Context: an optimization exercise on an open-source flow, tuned for small area, a short achievable clock period and few clock cycles per item. The choices shown serve that exercise and are no tape-out recipe. Function was checked by simulation only, so behaviour that the tests miss may differ from the original. Power and IR drop assume default switching activity.

==> inputs of 05-20 <==
==> flow/design.v (excerpt) <==
module idct_block (
    input  logic        CLOCK,
    input  logic        Resetn,
    input  logic        in_valid,
    input  logic [15:0] in_data,
    output logic        in_ready,
    output logic        out_valid,
    output logic [31:0] out_data,
    input  logic        out_ready
);
export LEC_CHECK = 0
export CAP_MARGIN = 20
export CORE_MARGIN = 2
export CORE_UTILIZATION = 62
export CTS_CLUSTER_DIAMETER = 100
export CTS_CLUSTER_SIZE = 24
export PLACE_DENSITY_LB_ADDON = 0.15
export SLEW_MARGIN = 20
create_clock -name core_clock -period 10.0 [get_ports {CLOCK}]
standard.sh (not shown) runs the stock make flow with config.mk's settings and CLKGATE_MAP_FILE= SYNTH_SCRIPT=/design/flow/synth_recipe.tcl, a recipe that flattens the netlist after the stock synthesis.
==> flow/flow/run.sh <==
#!/bin/bash
set -euo pipefail
W=$(cd "$(dirname "$0")/.." && pwd)
cd "$W"
MARGIN=6.4
{ cat config.mk; echo "export SETUP_SLACK_MARGIN = $MARGIN"; } > flow_config.mk
sed "s|DESIGN_CONFIG=[^ ]*|DESIGN_CONFIG=$W/flow_config.mk|" standard.sh > flow_standard.sh
bash flow_standard.sh > flow_make.log 2>&1
==> inputs of 12-22, as changes to 05-20 <==
--- a/flow/design.v
+++ b/flow/design.v
@@ -11,10 +11,11 @@
     input  logic        out_ready
 );
     logic [2:0]  ph;           
     logic [5:0]  wn;           
     logic        xv;           
+    logic        bv;           
     logic        ldp;          
     logic [2:0]  ldk;          
     logic        sv;           
     logic [2:0]  sk;           
     logic        w_xfer;       
@@ -32,19 +33,17 @@
     logic        d_cp;
     logic [7:0]  m0;           
     logic        done_all;
     logic        clr0, cpy0;   
     assign in_take  = in_valid && in_ready;
-    assign set_sready = (ph == 3'd4) && d_act && (sk == 3'd7);
     assign wn_nx    = wn + {5'd0, in_take};
-    logic        o_src_s, sready, obusy, o_start, o_last, set_sready;
-    assign out_load = obv && (ph + 3'd1 == ow[2:0]) && (!out_valid || out_ready);
-    assign o_last   = out_load && (ow == 6'd63);
-    assign o_start  = sready && (!obv || o_last);
-    assign o_src_s  = (ow[5:3] == 3'd0);
-    assign done_all = &(m0 | {((clr0 || cpy0) && (ph == 3'd4)), 7'd0});
-    assign obe      = !obusy;    
+    logic        o_first, o_src_s;
+    assign o_first  = (ph == 3'd5) && d_xfer;
+    assign out_load = (obv || o_first) && (ph - 3'd5 == ow[2:0] || o_first) && (!out_valid || out_ready);
+    assign o_src_s  = o_first || (ow[5:3] == 3'd0);
+    assign done_all = &(m0 | {((clr0 || cpy0) && (ph == 3'd5)), 7'd0});
+    assign obe      = !obv;
     always_comb begin
         d_act = 1'b0; d_first = 1'b0; d_xfer = 1'b0; d_cp = !done_all;
         if (!done_all) begin
             d_act = 1'b0;
         end else if (sv && (sk != 3'd0)) begin
@@ -59,73 +58,69 @@
         if (!Resetn) begin
             ph       <= 3'd7;
             wn       <= '0;
             in_ready <= 1'b0;
             xv       <= 1'b0;
+            bv       <= 1'b0;
             ldp      <= 1'b0;
             ldk      <= '0;
             sv       <= 1'b0;
             sk       <= '0;
             w_xfer   <= 1'b0;
             w_act    <= 1'b0;
             w_first  <= 1'b0;
             w_cp     <= 1'b0;
             w_k      <= '0;
             sfull    <= 1'b0;
-            sready   <= 1'b0;
-            obusy    <= 1'b0;
             obv      <= 1'b0;
             ow       <= '0;
             out_valid <= 1'b0;
         end else begin
             ph <= ph + 3'd1;
             wn <= wn_nx;
             in_ready <= (ph + 3'd1 == wn_nx[2:0]) && !((wn_nx[2:0] == 3'd7) && sv);
             xv  <= in_take;
-            ldp <= pv1 && (ph == 3'd1);
-            if (pv1 && (ph == 3'd1)) ldk <= wn[5:3] - 3'd1;
+            bv  <= xv;
+            ldp <= pv1 && (ph == 3'd2);
+            if (pv1 && (ph == 3'd2)) ldk <= wn[5:3] - 3'd1;
             if (ldp) begin
                 sv <= 1'b1;
                 sk <= ldk;
             end
-            if (ph == 3'd4) begin
+            if (ph == 3'd5) begin
                 w_xfer <= d_xfer;
                 w_act  <= d_act;
                 w_first <= d_first;
                 w_cp   <= d_cp;
                 w_k    <= sk;
                 if (d_act) sv <= 1'b0;
                 if (d_act && (sk == 3'd7)) sfull <= 1'b1;
                 else if (d_xfer) sfull <= 1'b0;
             end
-            if ((ph == 3'd4) && d_xfer) obusy <= 1'b1;
-            else if (o_last) obusy <= 1'b0;
-            if (o_start) begin
-                obv    <= 1'b1;
-                ow     <= '0;
-                sready <= 1'b0;
-            end else begin
-                if (set_sready) sready <= 1'b1;
-                if (out_load) begin
-                    ow <= ow + 6'd1;
-                    if (ow == 6'd63) obv <= 1'b0;
-                end
+            if (o_first) begin
+                obv <= 1'b1;
+                ow  <= {5'd0, out_load};
+            end else if (out_load) begin
+                ow <= ow + 6'd1;
+                if (ow == 6'd63) obv <= 1'b0;
             end
             if (out_load) out_valid <= 1'b1;
             else if (out_ready) out_valid <= 1'b0;
         end
     end
+    logic [15:0] x_q;
+    always_ff @(posedge CLOCK) x_q <= in_data;
     logic signed [15:0] m1_b1;
     logic signed [17:0] m1_b3;
     logic signed [18:0] m1_b5;
     logic [6:0][16:0] m1_q;
     logic [2:0] m1_zb, m1_z;
     always_ff @(posedge CLOCK) begin
-        m1_b1 <= $signed(in_data);
-        m1_b3 <= 18'($signed(in_data)) + (18'($signed(in_data)) <<< 1);
-        m1_b5 <= 19'($signed(in_data)) + (19'($signed(in_data)) <<< 2);
-        m1_zb <= {(in_data[5:0] == 6'd0), (in_data[6:0] == 7'd0), (in_data[7:0] == 8'd0)};
+        m1_b1 <= $signed(x_q);
+        m1_b3 <= 18'($signed(x_q)) + (18'($signed(x_q)) <<< 1);
+        m1_b5 <= 19'($signed(x_q)) + (19'($signed(x_q)) <<< 2);
+        m1_zb <= {(x_q[5:0] == 6'd0), (x_q[6:0] == 7'd0), (x_q[7:0] == 8'd0)};
         m1_z <= m1_zb;
         m1_q[0] <= 17'(((26'(m1_b5) <<< 6) + (26'(m1_b5) <<< 3) + (26'(m1_b1) <<< 1)) >>> 8);   
         m1_q[1] <= 17'(((26'(m1_b1) <<< 9) - (26'(m1_b5) <<< 1)) >>> 8);   
         m1_q[2] <= 17'(((26'(m1_b1) <<< 9) - (26'(m1_b5) <<< 3) + 26'(m1_b1)) >>> 8);   
         m1_q[3] <= 17'(((26'(m1_b1) <<< 9) - (26'(m1_b5) <<< 4) - (26'(m1_b3) <<< 1)) >>> 8);   
@@ -135,19 +130,19 @@
     end
     logic        clr1;             
     logic [3:0][6:0] sel1;         
     logic [7:0]  neg1;             
     logic [2:0]  n1n;
-    assign n1n = ph - 3'd1;
+    assign n1n = ph - 3'd2;
     always_ff @(posedge CLOCK or negedge Resetn) begin
         if (!Resetn) begin
             pv1 <= 1'b0; clr1 <= 1'b0; sel1 <= '0; neg1 <= '0;
         end else begin
-            pv1  <= xv;
-            clr1 <= xv && (n1n == 3'd0);
+            pv1  <= bv;
+            clr1 <= bv && (n1n == 3'd0);
             sel1 <= '0; neg1 <= '0;
-            if (xv) begin
+            if (bv) begin
                 case (n1n)
                     3'd0: begin sel1[0] <= 7'd1; sel1[1] <= 7'd1; sel1[2] <= 7'd1; sel1[3] <= 7'd1; neg1 <= 8'b00000000; end
                     3'd1: begin sel1[0] <= 7'd2; sel1[1] <= 7'd8; sel1[2] <= 7'd16; sel1[3] <= 7'd64; neg1 <= 8'b11110000; end
                     3'd2: begin sel1[0] <= 7'd4; sel1[1] <= 7'd32; sel1[2] <= 7'd32; sel1[3] <= 7'd4; neg1 <= 8'b00111100; end
                     3'd3: begin sel1[0] <= 7'd8; sel1[1] <= 7'd64; sel1[2] <= 7'd2; sel1[3] <= 7'd16; neg1 <= 8'b10001110; end
@@ -238,11 +233,11 @@
     logic [3:0][6:0] sel2;         
     logic [7:0]  neg2;
     always_ff @(posedge CLOCK or negedge Resetn) begin
         if (!Resetn) begin
             clr2 <= 1'b0; sel2 <= '0; neg2 <= '0;
-        end else if (ph == 3'd4) begin
+        end else if (ph == 3'd5) begin
             clr2 <= d_first;
             sel2 <= '0; neg2 <= '0;
             if (d_act) begin
                 case (sk)
                     3'd0: begin sel2[0] <= 7'd1; sel2[1] <= 7'd1; sel2[2] <= 7'd1; sel2[3] <= 7'd1; neg2 <= 8'b00000000; end
@@ -261,22 +256,19 @@
     logic [6:0]  sel0;
     logic        neg0;
     logic [2:0]  c_nx, c_now;
     logic        nx_act, nx_first, nx_cp, pend_nx;
     logic [2:0]  nx_k;
-    logic [5:0]  ow_nx;
-    logic        obv_nx, sready_nx;
-    assign c_nx     = ph - 3'd4;
-    assign c_now    = ph - 3'd5;
-    assign nx_act   = (ph == 3'd4) ? d_act   : w_act;
-    assign nx_first = (ph == 3'd4) ? d_first : w_first;
-    assign nx_cp    = (ph == 3'd4) ? d_cp    : w_cp;
-    assign nx_k     = (ph == 3'd4) ? sk      : w_k;
-    assign ow_nx    = o_start ? 6'd0 : (ow + {5'd0, out_load});
-    assign obv_nx   = o_start || (obv && !o_last);
-    assign sready_nx = !o_start && (sready || set_sready);
-    assign pend_nx  = sready_nx || (obv_nx && (ow_nx[5:3] == 3'd0) && (ow_nx[2:0] <= c_nx));
+    logic [5:0]  ow_e;
+    assign c_nx     = ph - 3'd5;
+    assign c_now    = ph - 3'd6;
+    assign nx_act   = (ph == 3'd5) ? d_act   : w_act;
+    assign nx_first = (ph == 3'd5) ? d_first : w_first;
+    assign nx_cp    = (ph == 3'd5) ? d_cp    : w_cp;
+    assign nx_k     = (ph == 3'd5) ? sk      : w_k;
+    assign ow_e     = o_first ? 6'd0 : ow;
+    assign pend_nx  = (obv || o_first) && (ow_e[5:3] == 3'd0) && (ow_e[2:0] <= c_nx) && !out_load;
     always_ff @(posedge CLOCK or negedge Resetn) begin
         if (!Resetn) begin
             sel0 <= '0; neg0 <= 1'b0; clr0 <= 1'b0; cpy0 <= 1'b0; m0 <= 8'hff;
         end else begin
             sel0 <= '0; neg0 <= 1'b0; clr0 <= 1'b0; cpy0 <= 1'b0;
@@ -295,11 +287,11 @@
                     default: ;
                 endcase
             end else if (nx_cp && !m0[c_nx] && !pend_nx) begin
                 cpy0 <= 1'b1;
             end
-            if ((ph == 3'd4) && d_first) m0 <= '0;
+            if ((ph == 3'd5) && d_first) m0 <= '0;
             else if (clr0 || cpy0) m0[c_now] <= 1'b1;
         end
     end
     logic [20:0] t0q;
     logic        t0z;
@@ -367,18 +359,18 @@
     end
     logic [22:0] o_q;
     always_ff @(posedge CLOCK) begin
         if (out_load) begin
             case (o_src_s ? 3'd0 : ow[5:3])
-                3'd1: o_q <= ob[1][6];
-                3'd2: o_q <= ob[2][6];
-                3'd3: o_q <= ob[3][6];
-                3'd4: o_q <= ob[4][6];
-                3'd5: o_q <= ob[5][6];
-                3'd6: o_q <= ob[6][6];
-                3'd7: o_q <= ob[7][6];
-                default: o_q <= sr[0][6];
+                3'd1: o_q <= ob[1][1];
+                3'd2: o_q <= ob[2][1];
+                3'd3: o_q <= ob[3][1];
+                3'd4: o_q <= ob[4][1];
+                3'd5: o_q <= ob[5][1];
+                3'd6: o_q <= ob[6][1];
+                3'd7: o_q <= ob[7][1];
+                default: o_q <= sr[0][1];
             endcase
         end
     end
     assign out_data = {{9{o_q[22]}}, o_q};
 endmodule
Settings changed: CORE_UTILIZATION 62 to 55, PLACE_DENSITY_LB_ADDON 0.15 to 0.2.
==> metrics.md <==
| Metric | Value |
|---|---|
| Avg Synthesized Cell Area | `about 12 um^2` |
| Initial Utilization | `approximately 55%` |
| Hold slack | `just over 0.3 ns` |
| Largest stage delay on the critical path | `0.62 ns` |
| Total die area | `~230000 um^2` |
| Status | `finished clean` |
| Combinational share of power | `28.7%` |
| Comb_multi_in | `approximately 5500` |
| Slowest cell on crit path | `a222oi_1` |
| Post-synthesis mux area share | `under 10%` |
That was 12-22.
==> metrics.md <==
| Metric | Value |
|---|---|
| Status | `finished clean` |
| Hold slack | `0.312 ns` |
| CP endpoint kind | `primary output` |
| Initial Utilization | `between 60 and 70%` |
| Comb_multi_in | `~5600` |
| Mapped Cells | `~10000` |
| Nonclk inv count | `roughly 450` |
| Total die area | `around 200000 um^2` |
| Avg Synthesized Cell Area | `roughly 12 um^2` |
| Clock Skew | `0.0577 ns` |
That was 05-20.
Testbench counts of 05-20, summed over its fixed seeds: cycles 6,720, blocks 96.
Testbench counts of 12-22, summed over its fixed seeds: cycles 6,768, blocks 96.

## static timing again, ports no longer ideal
In the flow no input, the clock included, has a driving cell. The finished layouts below were timed again as built, in two steps. Step 1: set_driving_cell puts a clkbuf_16 on CLOCK and a buf_2 on each other input, an assumption about the parent block. Step 2 moves the port delays by t, midway between the first and last clock arrival at a register: inputs arrive t later, outputs are due t later. That takes back most of the time a late clock gives input paths. a / b / c = ideal ports / drivers / drivers and shift; a / b = the first two.
| run | t (ns) | setup WS [ns] | hold slack, ns | worst setup path at the end | pins driven straight from the clock port |
|---|---|---|---|---|---|
| 05-20 | 0.940 | 6.240 / 6.150 / 5.424 | 0.312 / 0.312 / 0.312 | input to register | 1 |
| 12-22 | 0.948 | 6.327 / 6.244 / 6.016 | 0.307 / 0.307 / 0.307 | input to register | 1 |
After both steps setup and hold are still met in every run listed. For 05-20, which loses most, drivers alone change the setup slack by -0.090 ns; drivers and shift together by -0.816 ns.
